This is an optimization exercise on Yosys and OpenROAD, whose aim is small area, a short achievable clock period and few clock cycles, not a production implementation.
RTL that was checked went through simulation tests only; none was proved equivalent to the original.
The RTL of run 1 was laid out without a check of its function.
Power and IR drop assume default switching activity.

--- flow/design.v ---
`timescale 1ns / 1ps
package kfr_pkg;
   localparam int BUF_DEPTH_DEFAULT = 512;
   localparam int CMD_W   = 2;
   localparam int BYTE_W  = 8;
   localparam int INDEX_W = 9;
   localparam int LEN_W   = 9;
   localparam int EV_W    = 2;
   localparam logic [BYTE_W-1:0] FEND  = 8'hC0;
   localparam logic [BYTE_W-1:0] FESC  = 8'hDB;
   localparam logic [BYTE_W-1:0] TFEND = 8'hDC;
   localparam logic [BYTE_W-1:0] TFESC = 8'hDD;
   localparam int MIN_FRAME_LEN = 16;
   localparam int LAST_CHECKED  = 13;
   localparam logic [CMD_W-1:0] CMD_BYTE    = 2'd0;
   localparam logic [CMD_W-1:0] CMD_READ    = 2'd1;
   localparam logic [CMD_W-1:0] CMD_RELEASE = 2'd2;
   localparam logic [EV_W-1:0] EV_NONE    = 2'd0;
   localparam logic [EV_W-1:0] EV_ACCEPT  = 2'd1;
   localparam logic [EV_W-1:0] EV_DISCARD = 2'd2;
endpackage
`timescale 1ns / 1ps
module kfr_frame_mem #(
   localparam int L  = 16,           
   localparam int NR = 32            
) (
   input  logic          clock,
   input  logic          wr_en,      
   input  logic          wr_bank,    
   input  logic [4:0]    wr_ring,    
   input  logic [7:0]    wr_data,
   input  logic          rd_bank,    
   input  logic [4:0]    rd_ring,    
   output logic [7:0]    rd_data
);
   logic [1:0][NR-1:0][L-1:0][7:0] st;     
   logic [1:0][NR-1:0]             ring_we;
   logic [1:0][NR-1:0]             ring_rd;
   for (genvar b = 0; b < 2; b++) begin : g_bank
      for (genvar r = 0; r < NR; r++) begin : g_ring
         assign ring_we[b][r] = wr_en && (wr_bank == 1'(b)) && (wr_ring == 5'(r));
         assign ring_rd[b][r] = (rd_bank == 1'(b)) && (rd_ring == 5'(r));
         always_ff @(posedge clock) begin
            for (int p = 0; p < L - 1; p++) begin
               st[b][r][p] <= st[b][r][p+1];
            end
            st[b][r][L-1] <= ring_we[b][r] ? wr_data : st[b][r][0];
         end
      end
   end
   always_comb begin
      rd_data = '0;
      for (int b = 0; b < 2; b++) begin
         for (int r = 0; r < NR; r++) begin
            rd_data = rd_data | ({8{ring_rd[b][r]}} & st[b][r][L-1]);
         end
      end
   end
endmodule
`timescale 1ns / 1ps
import kfr_pkg::*;
module kiss_frame_receiver_core #(
   parameter  int BUF_DEPTH = kfr_pkg::BUF_DEPTH_DEFAULT,
   localparam int AW        = $clog2(BUF_DEPTH)
) (
   input  logic                        clock,
   input  logic                        reset,
   input  logic                        req_valid,
   output logic                        req_ready,
   input  logic [kfr_pkg::CMD_W-1:0]   req_command,
   input  logic [kfr_pkg::BYTE_W-1:0]  req_rx_byte,
   input  logic [kfr_pkg::INDEX_W-1:0] req_read_index,
   output logic                        rsp_valid,
   input  logic                        rsp_ready,
   output logic                        rsp_frame_ready,
   output logic [kfr_pkg::LEN_W-1:0]   rsp_frame_length,
   output logic [kfr_pkg::BYTE_W-1:0]  rsp_read_data,
   output logic [kfr_pkg::EV_W-1:0]    rsp_event_res
);
   localparam int L  = 16;                           
   localparam int RW = 1 + LEN_W + BYTE_W + EV_W;    
   localparam int NS = 2;                            
   localparam int K  = NS + 1;                       
   typedef struct packed {
      logic              data;       
      logic              fend;       
      logic              read;
      logic              rel;
      logic [BYTE_W-1:0] byte_v;
      logic              tf;         
      logic              tfend;
      logic              fesc;
      logic [AW-1:0]     ridx;       
   } req_t;
   logic       ready_ff;
   logic       acc;
   req_t       req_in;
   logic       a_v_ff, s_v_ff;
   req_t       a_ff, s_ff;
   logic       stall, adv, a_free;
   logic [3:0] t_ff;                 
   assign req_ready = ready_ff;
   assign acc       = req_valid && ready_ff;
   always_comb begin
      req_in.data   = (req_command == CMD_BYTE) && (req_rx_byte != FEND);
      req_in.fend   = (req_command == CMD_BYTE) && (req_rx_byte == FEND);
      req_in.read   = (req_command == CMD_READ);
      req_in.rel    = (req_command == CMD_RELEASE);
      req_in.byte_v = req_rx_byte;
      req_in.tf     = (req_rx_byte == TFEND) || (req_rx_byte == TFESC);
      req_in.tfend  = (req_rx_byte == TFEND);
      req_in.fesc   = (req_rx_byte == FESC);
      req_in.ridx   = AW'(req_read_index) + 1'b1;
   end
   assign adv    = a_v_ff && !stall;
   assign a_free = !a_v_ff || adv;
   always_ff @(posedge clock) begin
      if (reset) begin
         a_v_ff <= 1'b0;
         s_v_ff <= 1'b0;
         t_ff   <= '0;
      end else begin
         t_ff <= t_ff + 1'b1;
         if (a_free) begin
            a_v_ff <= s_v_ff || acc;
            s_v_ff <= s_v_ff && acc;
         end else begin
            s_v_ff <= s_v_ff || acc;
         end
      end
      if (a_free) begin
         a_ff <= s_v_ff ? s_ff : req_in;
      end
      if (acc && !(a_free && !s_v_ff)) begin
         s_ff <= req_in;
      end
   end
   logic              held_ff, bank_ff, escf_ff, head_nz_ff;
   logic [AW-1:0]     head_ff;       
   logic [AW-1:0]     hm1_ff;        
   logic [LEN_W-1:0]  len_ff;        
   logic [1:0][3:0]   hdr0_ff;       
   logic [1:0][13:1]  hdr1_ff;       
   logic [L-1:0]             wq_v_ff;
   logic [L-1:0]             wq_bank_ff;
   logic [L-1:0][4:0]        wq_ring_ff;
   logic [L-1:0][BYTE_W-1:0] wq_data_ff;
   logic [L-1:0]             pb_v_ff;
   logic [L-1:0][BYTE_W-1:0] pb_data_ff;
   logic [AW-1:0]            pb_base_ff;
   logic              is_data, is_fend, is_read, is_rel;
   logic              unesc;
   logic              wr_bank;
   logic [AW-1:0]     wr_addr;
   logic [3:0]        wr_slot;
   logic [4:0]        wr_ring;
   logic [BYTE_W-1:0] wr_data;
   logic              wr_conflict;
   logic              do_write;
   logic [1:0]        hdr_bad;
   logic [AW-1:0]     rd_addr;
   logic [AW-1:0]     rd_off;
   logic              rd_inwin, rd_hit;
   logic [AW-1:0]     wr_off;
   logic              snoop;
   logic [3:0]        cap_slot;
   logic [4:0]        cap_ring;
   logic [BYTE_W-1:0] cap_data;
   logic              held_in, bank_in, escf_in;
   logic [AW-1:0]     head_in;
   logic [LEN_W-1:0]  len_in;
   logic [EV_W-1:0]   ev;
   logic [BYTE_W-1:0] rdata;
   logic              flip;
   assign is_data = a_v_ff && a_ff.data;
   assign is_fend = a_v_ff && a_ff.fend;
   assign is_read = a_v_ff && a_ff.read;
   assign is_rel  = a_v_ff && a_ff.rel;
   assign unesc       = head_nz_ff && escf_ff && a_ff.tf;
   assign wr_bank     = bank_ff ^ held_ff;
   assign wr_addr     = unesc ? hm1_ff : head_ff;
   assign wr_slot     = wr_addr[3:0];
   assign wr_ring     = wr_addr[8:4];
   assign wr_data     = !unesc ? a_ff.byte_v : a_ff.tfend ? FEND : FESC;
   assign wr_conflict = wq_v_ff[wr_slot] && (wr_slot != t_ff) &&
                        ({wq_bank_ff[wr_slot], wq_ring_ff[wr_slot]} != {wr_bank, wr_ring});
   assign do_write    = is_data && !wr_conflict;
   assign rd_addr  = a_ff.ridx;
   assign rd_off   = rd_addr - pb_base_ff;
   assign rd_inwin = (rd_off < AW'(L));
   assign rd_hit   = rd_inwin && pb_v_ff[rd_addr[3:0]];
   assign rdata    = pb_data_ff[rd_addr[3:0]];
   assign stall = (is_data && wr_conflict) || (is_read && !rd_hit);
   assign wr_off = wr_addr - pb_base_ff;
   assign snoop  = do_write && (wr_bank == bank_ff) && (wr_off < AW'(L));
   for (genvar b = 0; b < 2; b++) begin : g_hdr
      assign hdr_bad[b] = (hdr0_ff[b] != '0) || (hdr1_ff[b] != '0);
   end
   always_comb begin
      held_in = held_ff;
      bank_in = bank_ff;
      escf_in = escf_ff;
      head_in = head_ff;
      len_in  = len_ff;
      ev      = EV_NONE;
      flip    = 1'b0;
      if (is_fend) begin
         if (held_ff) begin
            head_in = '0;
         end else if (head_nz_ff) begin
            head_in = '0;
            if ((head_ff >= AW'(MIN_FRAME_LEN)) && !hdr_bad[bank_ff]) begin
               held_in = 1'b1;
               len_in  = LEN_W'(hm1_ff);
               ev      = EV_ACCEPT;
            end else begin
               ev      = EV_DISCARD;
            end
         end
      end else if (do_write) begin
         if (unesc) begin
            escf_in = !a_ff.tfend;
         end else begin
            escf_in = a_ff.fesc;
            head_in = head_ff + 1'b1;
         end
      end else if (is_rel && held_ff) begin
         held_in = 1'b0;
         bank_in = !bank_ff;
         len_in  = '0;
         flip    = 1'b1;
      end
   end
   always_ff @(posedge clock) begin
      if (reset) begin
         held_ff    <= 1'b0;
         bank_ff    <= 1'b0;
         escf_ff    <= 1'b0;
         head_ff    <= '0;
         hm1_ff     <= '1;
         head_nz_ff <= 1'b0;
         len_ff     <= '0;
      end else begin
         held_ff    <= held_in;
         bank_ff    <= bank_in;
         escf_ff    <= escf_in;
         head_ff    <= head_in;
         hm1_ff     <= head_in - 1'b1;
         head_nz_ff <= (head_in != '0);
         len_ff     <= len_in;
      end
      if (do_write && (wr_addr == '0)) begin
         hdr0_ff[wr_bank] <= wr_data[3:0];
      end
      for (int i = 1; i <= 13; i++) begin
         if (do_write && (wr_addr == AW'(i))) begin
            hdr1_ff[wr_bank][i] <= wr_data[0];
         end
      end
   end
   kfr_frame_mem u_mem (
      .clock   (clock),
      .wr_en   (wq_v_ff[t_ff]),
      .wr_bank (wq_bank_ff[t_ff]),
      .wr_ring (wq_ring_ff[t_ff]),
      .wr_data (wq_data_ff[t_ff]),
      .rd_bank (bank_ff),
      .rd_ring (cap_ring),
      .rd_data (cap_data)
   );
   assign cap_slot = t_ff - 1'b1;
   assign cap_ring = pb_base_ff[8:4] + 5'(cap_slot < pb_base_ff[3:0]);
   always_ff @(posedge clock) begin
      if (reset) begin
         wq_v_ff    <= '0;
         pb_v_ff    <= '0;
         pb_base_ff <= AW'(1);
      end else begin
         wq_v_ff[t_ff] <= 1'b0;
         if (do_write) begin
            wq_v_ff[wr_slot] <= 1'b1;
         end
         if (flip) begin
            pb_v_ff    <= '0;
            pb_base_ff <= AW'(1);
         end else if (is_read && !rd_inwin) begin
            pb_v_ff    <= '0;
            pb_base_ff <= rd_addr;
         end else begin
            if (is_read && rd_hit) begin
               for (int k = 0; k < L; k++) begin
                  if (4'(4'(k) - pb_base_ff[3:0]) <= rd_off[3:0]) begin
                     pb_v_ff[k] <= 1'b0;
                  end
               end
               pb_base_ff <= rd_addr + 1'b1;
               if (!wq_v_ff[cap_slot] &&
                   (4'(cap_slot - pb_base_ff[3:0]) > rd_off[3:0])) begin
                  pb_v_ff[cap_slot] <= 1'b1;
               end
            end else if (!wq_v_ff[cap_slot]) begin
               pb_v_ff[cap_slot] <= 1'b1;
            end
            if (snoop) begin
               pb_v_ff[wr_slot] <= 1'b1;
            end
         end
      end
      if (do_write) begin
         wq_bank_ff[wr_slot] <= wr_bank;
         wq_ring_ff[wr_slot] <= wr_ring;
         wq_data_ff[wr_slot] <= wr_data;
      end
      if (snoop) begin
         pb_data_ff[wr_slot] <= wr_data;
      end
      if (!wq_v_ff[cap_slot] && !(snoop && (wr_slot == cap_slot))) begin
         pb_data_ff[cap_slot] <= cap_data;
      end
   end
   logic [RW-1:0]     push_word;
   logic [RW-1:0]     rsp_ff;
   logic              rsp_valid_ff;
   logic [RW-1:0]     sk_ff [NS];
   logic              sk_wp_ff, sk_rp_ff;
   logic [1:0]        sk_cnt_ff;
   logic [1:0]        cnt_ff;        
   logic              pop, take, from_sk, to_sk;
   logic [1:0]        cnt_in;
   logic              s_v_in;
   assign push_word = {held_in, len_in, is_read ? rdata : 8'h00, ev};
   assign pop       = rsp_valid_ff && rsp_ready;
   assign take      = !rsp_valid_ff || rsp_ready;       
   assign from_sk   = take && (sk_cnt_ff != '0);
   assign to_sk     = adv && !(take && (sk_cnt_ff == '0));
   assign cnt_in    = cnt_ff + 2'(acc) - 2'(pop);
   assign s_v_in    = a_free ? (s_v_ff && acc) : (s_v_ff || acc);
   always_ff @(posedge clock) begin
      if (reset) begin
         rsp_valid_ff <= 1'b0;
         sk_wp_ff     <= '0;
         sk_rp_ff     <= '0;
         sk_cnt_ff    <= '0;
         cnt_ff       <= '0;
         ready_ff     <= 1'b1;
      end else begin
         if (take) begin
            rsp_valid_ff <= from_sk || adv;
         end
         if (to_sk) begin
            sk_wp_ff <= !sk_wp_ff;
         end
         if (from_sk) begin
            sk_rp_ff <= !sk_rp_ff;
         end
         sk_cnt_ff <= sk_cnt_ff + 2'(to_sk) - 2'(from_sk);
         cnt_ff    <= cnt_in;
         ready_ff  <= !s_v_in && (cnt_in < 2'(K));
      end
      if (take) begin
         rsp_ff <= from_sk ? sk_ff[sk_rp_ff] : push_word;
      end
      if (to_sk) begin
         sk_ff[sk_wp_ff] <= push_word;
      end
   end
   assign rsp_valid = rsp_valid_ff;
   assign {rsp_frame_ready, rsp_frame_length, rsp_read_data, rsp_event_res} = rsp_ff;
endmodule
--- flow/run.sh ---
#!/bin/bash
# synth_recipe.tcl (not shown) runs the flow's synth.tcl, then flattens the netlist and writes it again
# the make line also repeats each setting of config.mk as NAME=value (left out here)
make -C /OpenROAD-flow-scripts/flow DESIGN_CONFIG=/design/flow/config.mk WORK_HOME=/design/flow/orfs CLKGATE_MAP_FILE= SYNTH_SCRIPT=/design/flow/synth_recipe.tcl finish
--- flow/config.mk ---
export PLATFORM = sky130hd
export DESIGN_NAME = kiss_frame_receiver_core
export DESIGN_NICKNAME = kiss_frame_receiver_core
export VERILOG_FILES = /design/flow/design.v
export SDC_FILE = /design/flow/constraint.sdc
export NUM_CORES = 8
export LEC_CHECK = 0
export ABC_CLOCK_PERIOD_IN_PS = 2500
export CAP_MARGIN = 20
export CORE_MARGIN = 2
export CORE_UTILIZATION = 45
export CTS_CLUSTER_DIAMETER = 60
export CTS_CLUSTER_SIZE = 24
export SETUP_SLACK_MARGIN = 5.0
export SLEW_MARGIN = 20
export SYNTH_MEMORY_MAX_BITS = 16384
--- flow/constraint.sdc ---
create_clock -name core_clock -period 8.5 [get_ports {clock}]
set_input_delay 1.7000 -clock core_clock [delete_from_list [all_inputs] [get_ports {clock}]]
set_output_delay 1.7000 -clock core_clock [all_outputs]
set_load 0.01 [all_outputs]
==> results.sh, run 1 <==
export IMPL_grt_setup_unrepaired="yes"
export IMPL_antenna_found_initial=73
export IMPL_vias_per_cell=4.708
export IMPL_required_ns=9.35
export IMPL_drtAntennaViolNets=0
export IMPL_post_drt_wl_per_cell_um=24.11
export IMPL_die_area_sq_mm=0.4585
export IMPL_synth_nets=13000
export IMPL_synth_cell_types=86
export IMPL_synth_warnings=2
export IMPL_dp_cells=18710
export IMPL_coreArea_sq_mm=0.4518
export IMPL_area_delta_synth_final_pct=15.06
export IMPL_hpwlAfterDp_um=314900
export IMPL_whs_ns=0.2751
export IMPL_final_common_cell="dfxtp_1"
export IMPL_track_usage=0.2027
export IMPL_clk_path_buf_depth=4
export IMPL_crit_path_start_kind="register"
export IMPL_cts_root_buffer="clkbuf_16"
export IMPL_clk_latency_ns=1.05
export IMPL_status="timing/DRC/antenna clean"
export IMPL_cp_arrival_ns=5.83
export IMPL_synth_seq_area_share=0.8782
export IMPL_fp_row_count=247
export IMPL_overflow=0
export IMPL_max_freq_mhz=200.8
export IMPL_fin_skew_ns=0.1032
export IMPL_synth_seq_cells=8773
export IMPL_synth_cells=12890
export IMPL_gp_congestion=0.9415
export IMPL_ir_drop_v=0.0002327
export IMPL_cts_made_buffers=456
export IMPL_portBuffers=44
export IMPL_layout_nets=13690
export IMPL_synth_async_reset_ratio=0
export IMPL_hold_depth=0
export IMPL_holdCritPathClass="register to register"
export IMPL_drt_iter0_drc=7838
export IMPL_crit_path_max_fanout=7
export IMPL_drt_wl_total_um=476500
export IMPL_synth_avg_cell_area_sq_um=15.82
export IMPL_cts_tree="done"
export IMPL_clock_sinks=8773
export IMPL_nFillCells=36950
export IMPL_endpoint_kind="register"
export IMPL_hold_violations=0
export IMPL_place_ws_ns=1.477
export IMPL_power_density_mw_per_mm2=297.1
export IMPL_vias=93050
export IMPL_drive_above_1_share=0.1391
export IMPL_synth_edf_count=341
export IMPL_grt_pass1_vias=86850
export IMPL_synth_flop_cell="dfxtp_1"
export IMPL_maxCapViolCount=0
export IMPL_die_h_um=677.1
export IMPL_final_cell_count_no_fill=19770
export IMPL_tns_ns=0
export IMPL_drtPass1Iterations=7
export IMPL_final_period_utilization=0.5858
export IMPL_start_util=0.4512
export IMPL_min_period_ns=4.979
export IMPL_tightest_slew_ns=1.202
export IMPL_htree_levels=5
export IMPL_path_class="register to register"
export IMPL_ioPinCount=45
export IMPL_route_detailed_drc=0
export IMPL_slew_viol_final=0
export IMPL_grt_max_degree=65
export IMPL_grt_pass1_wl_um=657200
export IMPL_setup_ws_ns=3.521
export IMPL_mostFrequentLayoutCells="dfxtp_1 (8420), nand2_1 (703), o21ai_0 (601)"
export IMPL_clk_pin_slew_ns=0.09
export IMPL_fp_dieW_um=677.1
export IMPL_relSlewSlack=0.1960
export IMPL_reg2reg_depth=21
export IMPL_setup_viol=0
export IMPL_p_leak_nw=90.27
export IMPL_syn_area_sq_mm=0.2039
==> synthesized netlist by cell type, types with 16 or more instances <==
library cell / number / area (sq um)
a21oi_1: 284 / 1421
a22o_1: 124 / 1086
o21ai_0: 624 / 3123
nand2b_1: 25 / 156.4
nand2_1: 769 / 2887
buf_2: 43 / 215.2
buf_1: 16 / 60.06
o22ai_1: 129 / 807.0
nand4_1: 61 / 381.6
ha_1: 86 / 1076
xor2_1: 27 / 236.5
nor3_1: 53 / 265.3
or2_2: 17 / 106.4
xnor2_1: 56 / 490.5
and3_1: 38 / 237.7
mux2_2: 47 / 529.3
a22oi_1: 223 / 1674
mux4_2: 112 / 2522
mux2i_1: 89 / 890.9
a211oi_1: 22 / 165.2
and2_1: 19 / 118.9
nor2b_1: 42 / 262.8
edfxtp_1: 341 / 10240
inv_1: 79 / 296.5
a221oi_1: 79 / 691.9
clkbuf_1: 280 / 1051
nor2_1: 422 / 1584
dfxtp_1: 8432 / 168800
nand3_1: 112 / 560.5
nor4_1: 20 / 125.1
==> kinds of logic after synthesis <==
kind of cell,share of synthesized area
AOI/OAI and AO/OA,0.04960
xor gates and xnor gates,0.003566
adders and majority gates,0.005572
buffers and inverters,0.008567
DFF,0.8782
muxes,0.01965
and+or+nand+nor,0.03488
==> registers in the layout, indices dropped and copies added (netlist names), 20 cells and up, named ones only <==
register	cells
u_mem.st	8192
rsp_ff	20
a_ff	24
s_ff	24
pb_data_ff	128
wq_data_ff	128
wq_ring_ff	80
sk_ff	40
hdr1_ff	25
==> path summary, 6_finish.rpt <==
kind / endpoint / slack (ns) / start
setup / recovery: pb_data_ff[83] / 3.52 / t_ff[0]
hold / removal: u_mem.st[336] / 0.28 / u_mem.st[344]
setup reg to reg: pb_data_ff[83] / 3.52 / t_ff[0]
hold reg to reg: u_mem.st[336] / 0.28 / u_mem.st[344]
==> layout make-up <==
cell class / count / area, sq um / area share
diodes: 53 / 132.6 / 0.0005653
clock buffers: 489 / 11680 / 0.04978
clock inverters: 124 / 1888 / 0.008048
inverters: 85 / 389.1 / 0.001659
multi-input cells: 3689 / 26950 / 0.1149
flip-flops and latches: 8773 / 179100 / 0.7633
well taps: 5976 / 7477 / 0.03187
repair buffers: 575 / 6997 / 0.02982
repair inverters: 2 / 15.01 / 0.00006400
==> layer usage <==
metal / share of wire / track usage / vias up / routed length, um
li1: - / - / 44070 / -
met1: 0.46 / 0.2833 / 45410 / 218400
met2: 0.43 / 0.3075 / 2625 / 204400
met3: 0.057 / 0.03374 / 943 / 27060
met4: 0.056 / 0.09801 / 4 / 26650
met5: 0.000057 / 0 / - / 27
==> repair_timing <==
action	CTS	global route
buffers inserted	212	104
setup endpoints to repair	1341	1255
gates resized for setup	738	249
hold buffers	0	0
cloned	61	9
pin swaps	116	138
==> metrics by stage <==
step	area, sq um	utilization	power [W]
6_report	234600	0.5192	0.06970
5_1_grt	234500	0.5190	0.07199
3_5_place_dp	212400	0.4702	0.04690
3_3_place_gp	212400	0.4702	0.04686
2_1_floorplan	204600	-	0.04528
4_1_cts	232200	0.5138	0.07012
==> worst max-delay path, cell delays in order, from the launching register on <==
cell,delay (ns)
dfxtp_4,0.42
clkinv_8,0.08
ha_4,0.31
clkinv_8,0.05
fa_2,0.34
a21o_1,0.20
a21oi_4,0.30
ha_4,0.21
ha_4,0.15
nand3_4,0.10
xor2_4,0.22
and2_4,0.31
nand2_8,0.12
nor2_4,0.07
a22o_1,0.26
a221oi_4,0.23
nand3_2,0.17
or4_4,0.46
nor3_4,0.32
nand2b_4,0.23
or3_4,0.16
o22ai_1,0.07
==> power by group <==
part	leakage, nW	internal (W)	total, W	switching (W)
sequential	71.2	0.0427	0.0433	0.000646
clock	6.60	0.0103	0.0231	0.0128
combinational	12.5	0.00118	0.00333	0.00215
total	90.3	0.0541	0.0697	0.0156
==> inputs of run 2 (changes only) <==
--- a/flow/design.v
+++ b/flow/design.v
@@ -26,10 +26,9 @@
 ) (
    input  logic          clock,
-   input  logic          wr_en,      
-   input  logic          wr_bank,    
-   input  logic [4:0]    wr_ring,    
+   input  logic [7:0]    wr_hi,      
+   input  logic [7:0]    wr_lo,      
    input  logic [7:0]    wr_data,
-   input  logic          rd_bank,    
-   input  logic [4:0]    rd_ring,    
+   input  logic [7:0]    rd_hi,      
+   input  logic [7:0]    rd_lo,      
    output logic [7:0]    rd_data
 );
@@ -39,6 +38,6 @@
    for (genvar b = 0; b < 2; b++) begin : g_bank
       for (genvar r = 0; r < NR; r++) begin : g_ring
-         assign ring_we[b][r] = wr_en && (wr_bank == 1'(b)) && (wr_ring == 5'(r));
-         assign ring_rd[b][r] = (rd_bank == 1'(b)) && (rd_ring == 5'(r));
+         assign ring_we[b][r] = wr_hi[4*b + r/8] && wr_lo[r%8];
+         assign ring_rd[b][r] = rd_hi[4*b + r/8] && rd_lo[r%8];
          always_ff @(posedge clock) begin
             for (int p = 0; p < L - 1; p++) begin
@@ -139,4 +138,5 @@
    logic [AW-1:0]     head_ff;       
    logic [AW-1:0]     hm1_ff;        
+   logic [AW-1:0]     hp1_ff;        
    logic [LEN_W-1:0]  len_ff;        
    logic [1:0][3:0]   hdr0_ff;       
@@ -149,4 +149,10 @@
    logic [L-1:0][BYTE_W-1:0] pb_data_ff;
    logic [AW-1:0]            pb_base_ff;
+   logic [4:0]               pb_base_hi1_ff;    
+   logic                     dr_v_ff;
+   logic [7:0]               dr_hi_ff, dr_lo_ff;
+   logic [BYTE_W-1:0]        dr_data_ff;
+   logic [3:0]               cap_slot_ff;       
+   logic                     cap_blk_ff;        
    logic              is_data, is_fend, is_read, is_rel;
    logic              unesc;
@@ -162,8 +168,6 @@
    logic [AW-1:0]     rd_off;
    logic              rd_inwin, rd_hit;
-   logic [AW-1:0]     wr_off;
    logic              snoop;
    logic [3:0]        cap_slot;
-   logic [4:0]        cap_ring;
    logic [BYTE_W-1:0] cap_data;
    logic              held_in, bank_in, escf_in;
@@ -183,15 +187,21 @@
    assign wr_ring     = wr_addr[8:4];
    assign wr_data     = !unesc ? a_ff.byte_v : a_ff.tfend ? FEND : FESC;
-   assign wr_conflict = wq_v_ff[wr_slot] && (wr_slot != t_ff) &&
-                        ({wq_bank_ff[wr_slot], wq_ring_ff[wr_slot]} != {wr_bank, wr_ring});
+   assign wr_conflict = !unesc && wq_v_ff[head_ff[3:0]] && (head_ff[3:0] != t_ff);
    assign do_write    = is_data && !wr_conflict;
    assign rd_addr  = a_ff.ridx;
-   assign rd_off   = rd_addr - pb_base_ff;
-   assign rd_inwin = (rd_off < AW'(L));
+   assign rd_off   = rd_addr - pb_base_ff;     
+   assign rd_inwin = (((rd_addr[8:4] == pb_base_ff[8:4]) && (rd_addr[3:0] >= pb_base_ff[3:0])) ||
+                      ((rd_addr[8:4] == pb_base_hi1_ff) && (rd_addr[3:0] < pb_base_ff[3:0])));
    assign rd_hit   = rd_inwin && pb_v_ff[rd_addr[3:0]];
    assign rdata    = pb_data_ff[rd_addr[3:0]];
+   logic [AW-1:0] rd_addr_p1;
+   assign rd_addr_p1 = rd_addr + 1'b1;
    assign stall = (is_data && wr_conflict) || (is_read && !rd_hit);
-   assign wr_off = wr_addr - pb_base_ff;
-   assign snoop  = do_write && (wr_bank == bank_ff) && (wr_off < AW'(L));
+   logic win_head, win_hm1;
+   assign win_head = (((head_ff[8:4] == pb_base_ff[8:4]) && (head_ff[3:0] >= pb_base_ff[3:0])) ||
+                      ((head_ff[8:4] == pb_base_hi1_ff) && (head_ff[3:0] < pb_base_ff[3:0])));
+   assign win_hm1  = (((hm1_ff[8:4] == pb_base_ff[8:4]) && (hm1_ff[3:0] >= pb_base_ff[3:0])) ||
+                      ((hm1_ff[8:4] == pb_base_hi1_ff) && (hm1_ff[3:0] < pb_base_ff[3:0])));
+   assign snoop    = do_write && (wr_bank == bank_ff) && (unesc ? win_hm1 : win_head);
    for (genvar b = 0; b < 2; b++) begin : g_hdr
       assign hdr_bad[b] = (hdr0_ff[b] != '0) || (hdr1_ff[b] != '0);
@@ -223,5 +233,5 @@
          end else begin
             escf_in = a_ff.fesc;
-            head_in = head_ff + 1'b1;
+            head_in = hp1_ff;
          end
       end else if (is_rel && held_ff) begin
@@ -239,4 +249,5 @@
          head_ff    <= '0;
          hm1_ff     <= '1;
+         hp1_ff     <= AW'(1);
          head_nz_ff <= 1'b0;
          len_ff     <= '0;
@@ -246,6 +257,13 @@
          escf_ff    <= escf_in;
          head_ff    <= head_in;
-         hm1_ff     <= head_in - 1'b1;
-         head_nz_ff <= (head_in != '0);
+         if (do_write && !unesc) begin
+            hm1_ff     <= head_ff;
+            hp1_ff     <= hp1_ff + 1'b1;
+            head_nz_ff <= (hp1_ff != '0);
+         end else if (is_fend) begin
+            hm1_ff     <= '1;
+            hp1_ff     <= AW'(1);
+            head_nz_ff <= 1'b0;
+         end
          len_ff     <= len_in;
       end
@@ -259,16 +277,70 @@
       end
    end
+   logic [7:0] rd_hi, rd_lo;
    kfr_frame_mem u_mem (
       .clock   (clock),
-      .wr_en   (wq_v_ff[t_ff]),
-      .wr_bank (wq_bank_ff[t_ff]),
-      .wr_ring (wq_ring_ff[t_ff]),
-      .wr_data (wq_data_ff[t_ff]),
-      .rd_bank (bank_ff),
-      .rd_ring (cap_ring),
+      .wr_hi   (dr_hi_ff),
+      .wr_lo   (dr_lo_ff),
+      .wr_data (dr_data_ff),
+      .rd_hi   (rd_hi),
+      .rd_lo   (rd_lo),
       .rd_data (cap_data)
    );
-   assign cap_slot = t_ff - 1'b1;
-   assign cap_ring = pb_base_ff[8:4] + 5'(cap_slot < pb_base_ff[3:0]);
+   logic [7:0] cap_hi_ff, cap_lo_ff;
+   logic       cap_skip_ff;
+   logic [4:0] ring_same, ring_inc;
+   logic [3:0] base_lo_inc;
+   logic [4:0] base_hi_inc, base_hi1_inc;
+   logic       seq_hit;
+   assign cap_slot     = cap_slot_ff;
+   assign base_lo_inc  = pb_base_ff[3:0] + 1'b1;
+   assign base_hi_inc  = (pb_base_ff[3:0] == 4'hf) ? pb_base_hi1_ff : pb_base_ff[8:4];
+   assign base_hi1_inc = base_hi_inc + 1'b1;
+   assign ring_same    = (t_ff < pb_base_ff[3:0]) ? pb_base_hi1_ff : pb_base_ff[8:4];
+   assign ring_inc     = (t_ff < base_lo_inc) ? base_hi1_inc : base_hi_inc;
+   assign seq_hit      = is_read && rd_hit && (rd_addr == pb_base_ff);
+   always_ff @(posedge clock) begin
+      for (int i = 0; i < 8; i++) begin
+         cap_hi_ff[i] <= seq_hit ? ({bank_ff, ring_inc[4:3]} == 3'(i))
+                                 : ({bank_ff, ring_same[4:3]} == 3'(i));
+         cap_lo_ff[i] <= seq_hit ? (ring_inc[2:0] == 3'(i)) : (ring_same[2:0] == 3'(i));
+      end
+      cap_skip_ff <= reset || flip || (is_read && !rd_inwin) || (is_read && rd_hit && !seq_hit);
+   end
+   assign rd_hi = cap_hi_ff;
+   assign rd_lo = cap_lo_ff;
+   logic [3:0]        nx_slot;
+   logic              nx_v, nx_bank;
+   logic [4:0]        nx_ring;
+   logic [BYTE_W-1:0] nx_data;
+   assign nx_slot = t_ff + 1'b1;
+   always_comb begin
+      if (do_write && (wr_slot == nx_slot)) begin
+         nx_v    = 1'b1;
+         nx_bank = wr_bank;
+         nx_ring = wr_ring;
+         nx_data = wr_data;
+      end else begin
+         nx_v    = wq_v_ff[nx_slot];
+         nx_bank = wq_bank_ff[nx_slot];
+         nx_ring = wq_ring_ff[nx_slot];
+         nx_data = wq_data_ff[nx_slot];
+      end
+   end
+   always_ff @(posedge clock) begin
+      if (reset) begin
+         dr_v_ff     <= 1'b0;
+         dr_hi_ff    <= '0;
+         cap_slot_ff <= 4'hf;
+         cap_blk_ff  <= 1'b0;
+      end else begin
+         dr_v_ff     <= nx_v;
+         for (int i = 0; i < 8; i++) dr_hi_ff[i] <= nx_v && ({nx_bank, nx_ring[4:3]} == 3'(i));
+         cap_slot_ff <= t_ff;
+         cap_blk_ff  <= do_write && (wr_slot == t_ff);
+      end
+      for (int i = 0; i < 8; i++) dr_lo_ff[i] <= (nx_ring[2:0] == 3'(i));
+      dr_data_ff <= nx_data;
+   end
    always_ff @(posedge clock) begin
       if (reset) begin
@@ -276,4 +348,5 @@
          pb_v_ff    <= '0;
          pb_base_ff <= AW'(1);
+         pb_base_hi1_ff <= 5'd1;
       end else begin
          wq_v_ff[t_ff] <= 1'b0;
@@ -284,7 +357,9 @@
             pb_v_ff    <= '0;
             pb_base_ff <= AW'(1);
+            pb_base_hi1_ff <= 5'd1;
          end else if (is_read && !rd_inwin) begin
             pb_v_ff    <= '0;
             pb_base_ff <= rd_addr;
+            pb_base_hi1_ff <= rd_addr[8:4] + 1'b1;
          end else begin
             if (is_read && rd_hit) begin
@@ -294,10 +369,11 @@
                   end
                end
-               pb_base_ff <= rd_addr + 1'b1;
-               if (!wq_v_ff[cap_slot] &&
+               pb_base_ff <= rd_addr_p1;
+               pb_base_hi1_ff <= rd_addr_p1[8:4] + 1'b1;
+               if (!cap_blk_ff && !cap_skip_ff &&
                    (4'(cap_slot - pb_base_ff[3:0]) > rd_off[3:0])) begin
                   pb_v_ff[cap_slot] <= 1'b1;
                end
-            end else if (!wq_v_ff[cap_slot]) begin
+            end else if (!cap_blk_ff && !cap_skip_ff) begin
                pb_v_ff[cap_slot] <= 1'b1;
             end
@@ -315,5 +391,5 @@
          pb_data_ff[wr_slot] <= wr_data;
       end
-      if (!wq_v_ff[cap_slot] && !(snoop && (wr_slot == cap_slot))) begin
+      if (!cap_blk_ff && !cap_skip_ff && !(snoop && (wr_slot == cap_slot))) begin
          pb_data_ff[cap_slot] <= cap_data;
       end
@@ -361,5 +437,5 @@
          rsp_ff <= from_sk ? sk_ff[sk_rp_ff] : push_word;
       end
-      if (to_sk) begin
+      if (a_v_ff && !(take && (sk_cnt_ff == '0))) begin
          sk_ff[sk_wp_ff] <= push_word;
       end
--- a/flow/config.mk
+++ b/flow/config.mk
@@ -6,8 +6,7 @@
 export NUM_CORES = 8
 export LEC_CHECK = 0
-export ABC_CLOCK_PERIOD_IN_PS = 2500
 export CAP_MARGIN = 20
 export CORE_MARGIN = 2
-export CORE_UTILIZATION = 45
+export CORE_UTILIZATION = 55
 export CTS_CLUSTER_DIAMETER = 60
 export CTS_CLUSTER_SIZE = 24
==> results.sh, run 2 <==
export IMPL_status="timing/DRC/antenna clean"
export IMPL_grt_pass1_vias=87680
export IMPL_final_period_utilization=0.4123
export IMPL_p_int_w=0.05478
export IMPL_synth_cells=12250
export IMPL_hpwlAfterDp_um=282100
export IMPL_clockPowerShare=0.363
export IMPL_clk_latency_ns=1.06
export IMPL_layout_nets=12780
export IMPL_synth_warnings=2
export IMPL_cp_arrival_ns=4.36
export IMPL_portBuffers=44
export IMPL_power_density_mw_per_mm2=304.6
export IMPL_final_area_sq_mm=0.2303
export IMPL_holdCritPathClass="register to register"
export IMPL_ir_drop_v=0.0002164
export IMPL_grt_use_met2=0.3503
export IMPL_yosysMostFrequentCell="dfxtp_1"
export IMPL_swShare=0.2190
export IMPL_grt_max_degree=88
export IMPL_die_h_um=615.9
export IMPL_vias=88700
export IMPL_synth_async_reset_ratio=0
export IMPL_syn_area_sq_mm=0.2060
export IMPL_clk_pin_slew_ns=0.09
export IMPL_synth_avg_cell_area_sq_um=16.82
export IMPL_tns_ns=0
export IMPL_crit_path_start_kind="register"
export IMPL_grt_met1_usage=0.3429
export IMPL_clk_path_buf_depth=4
export IMPL_synth_seq_area_share=0.8751
export IMPL_hold_depth=0
export IMPL_setup_viol=0
export IMPL_antenna_found_initial=48
export IMPL_synth_top_cell_area_share=0.8254
export IMPL_cts_tree="done"
export IMPL_post_drt_wl_per_cell_um=24.90
export IMPL_drtPass1Iterations=7
export IMPL_p_leak_nw=90.59
export IMPL_seq_area_sq_mm=0.1803
export IMPL_hold_violations=0
export IMPL_reg_largest_list="u_mem.st (8192), pb_data_ff (128), wq_data_ff (128)"
export IMPL_cts_root_buffer="clkbuf_16"
export IMPL_synth_nets=12360
export IMPL_place_ws_ns=3.514
export IMPL_ioPinCount=45
export IMPL_grt_pass1_wl_um=632000
export IMPL_required_ns=9.35
export IMPL_die_area_sq_mm=0.3794
export IMPL_clock_sinks=8833
export IMPL_htree_levels=5
export IMPL_maxCapViolCount=0
export IMPL_min_period_ns=3.504
export IMPL_final_common_cell="dfxtp_1"
export IMPL_whs_ns=0.2976
export IMPL_start_util=0.5530
export IMPL_placed_area_sq_mm=0.2127
export IMPL_seqPwrFrac=0.604
export IMPL_synth_seq_cells=8833
export IMPL_mostFrequentLayoutCells="dfxtp_1 (8455), mux2_2 (550), clkbuf_16 (479)"
export IMPL_drtAntennaViolNets=0
export IMPL_yosys_area_top_type="dfxtp_1"
export IMPL_grt_use_met3=0.03932
export IMPL_grt_busiest_layer="met2"
export IMPL_grt_setup_unrepaired="yes"
export IMPL_top_register="u_mem.st"
export IMPL_path_class="register to register"
export IMPL_fp_row_count=224
export IMPL_tightest_slew_ns=1.247
export IMPL_track_usage=0.2318
export IMPL_synth_cell_types=90
export IMPL_overflow=0
export IMPL_setup_ws_ns=4.996
export IMPL_gp_congestion=0.8700
export IMPL_slew_viol_final=0
export IMPL_pwr_share_comb=0.033
export IMPL_fin_skew_ns=0.07562
export IMPL_power_switching_w=0.01536
export IMPL_hold_buffers=0
export IMPL_cts_made_buffers=474
export IMPL_max_freq_mhz=285.4
export IMPL_yosys_top_cells_count="dfxtp_1 (8492), mux2_2 (550), nand2_1 (392)"
export IMPL_nFillCells=27020
export IMPL_drt_iter0_drc=6820
export IMPL_coreArea_sq_mm=0.3725
export IMPL_relSlewSlack=0.1689
export IMPL_drt_wl_total_um=446500
export IMPL_area_delta_synth_final_pct=11.80
export IMPL_synth_edf_count=341
export IMPL_fp_dieW_um=615.9
export IMPL_vias_per_cell=4.947
export IMPL_endpoint_kind="register"
export IMPL_reg2reg_depth=10
export IMPL_r2r_slack_ns=5.00
export IMPL_route_detailed_drc=0
export IMPL_synth_area_leaders="dfxtp_1 (83%), edfxtp_1 (5.0%), mux2_2 (3.0%)"
export IMPL_largest_reg_flops=8192
export IMPL_multi_input_area_sq_mm=0.02502
export IMPL_synth_flop_cell="dfxtp_1"
export IMPL_drive_above_1_share=0.1468
export IMPL_crit_path_max_fanout=13
## run 2: changes by cell type after synthesis, moves of 35 or more
cell      previous run  this run
a221oi_1            79        17
mux2_2              47       550
o22ai_1            129        82
nand4_1             61        26
clkbuf_1           280       234
o21ai_0            624       224
a21oi_1            284       100
nor2_1             422       176
nand3_1            112       161
o32ai_1              1        37
dfxtp_1           8432      8492
nand2_1            769       392
## run 2: path summary, 6_finish.rpt
check | start | endpoint
max | cap_hi_ff[4] | pb_data_ff[61]
min | u_mem.st[781] | u_mem.st[773]
max reg2reg | cap_hi_ff[4] | pb_data_ff[61]
min reg2reg | u_mem.st[781] | u_mem.st[773]
## run 2: cells by family (layout without fill, tap and decap cells)
logic type      Yosys count  in the layout  share of synthesized area
compound gates         1050           1050                    0.03580
xor+xnor                 92             92                   0.003912
fa+ha+maj                94             94                   0.005808
buf+inv                 419           1114                   0.008493
flops                  8833           8833                     0.8751
mux                     767            767                    0.04813
other cells               0             15                          0
simple gates            993            995                    0.02274
## run 2: worst max-delay path, cell delays in order, from the launching register on
cell and delay (ns):
dfxtp_4 0.41, buf_4 0.19, buf_4 0.25, nand3_1 0.14
nand4_1 0.49, nor4_1 0.48, o2111ai_1 0.26, nor4b_4 0.55
buf_4 0.27, or2_2 0.18, o22ai_1 0.09
## run 2: routing by layer
layer | part of all wire | vias to the layer above
met5 | 0.000065 | -
met4 | 0.033 | 6
met3 | 0.057 | 665
met2 | 0.43 | 2397
met1 | 0.48 | 44030
li1 | - | 41600
## run 2: area by class of cell
class	instances	area share
Sequential cell	8833	0.7832
Multi-Input combinational cell	2998	0.1086
Clock buffer	561	0.05530
Tap cell	4972	0.02702
Clock inverter	201	0.01326
Timing Repair Buffer	271	0.01097
Inverter	80	0.001445
Antenna cell	15	0.0001630
Timing Repair inverter	1	0.00003260
## run 2: power by group through the flow
stage / logic [W] / registers, W / clock network (W)
global route: 0.00246 / 0.0424 / 0.0274
detailed placement: 0.00215 / 0.0434 / 0
global placement: 0.00213 / 0.0434 / 0
finish: 0.00233 / 0.0424 / 0.0254
CTS: 0.00229 / 0.0424 / 0.0259
floorplan: 0.00126 / 0.0430 / 0
## run 2: timing repair
item | CTS | global route
resized for setup | 237 | 78
setup endpoints to repair | 599 | 402
gates cloned | 8 | 1
pin swaps | 21 | 21
setup buffers | 49 | 16
## run 2: stage by stage
step	power [W]	std cells	utilization
floorplan	0.04425	12250	-
global route	0.07230	17920	0.6181
global placement	0.04550	17070	0.5707
detailed placement	0.04553	17080	0.5710
finish	0.07013	17930	0.6182
CTS	0.07056	17900	0.6167
Testbench counts of run 2, summed over its fixed seeds: cycles 36,226.

## static timing again, ports no longer ideal
The results above use ideal ports. As a check the final layouts listed here were re-extracted and re-timed, cells and wires unchanged.
Step 1: set_driving_cell puts a clkbuf_16 on clock and a buf_2 on each other input, an assumption about the parent block.
Step 2 also shifts input and output timing later by t, the mid clock arrival at the registers, as if the neighbouring blocks saw the same clock.
Slacks: ideal / step 1 / step 2; pairs: ideal / step 1.
| run | t (ns) | setup WS [ns] | clock arrival spread, ns | slew at the worst register clock pin (ns) | pins driven straight from the clock port |
|---|---|---|---|---|---|
| run 1 | 1.110 | 3.521 / 3.521 / 3.521 | 0.118 / 0.118 | 0.09 / 0.09 | 1 |
| run 2 | 1.111 | 4.996 / 4.958 / 4.176 | 0.076 / 0.076 | 0.10 / 0.10 | 1 |
After both steps setup and hold are still met in every run listed. The setup slack of run 2, which loses most, moves by -0.038 ns with the drivers and by -0.820 ns with both steps.
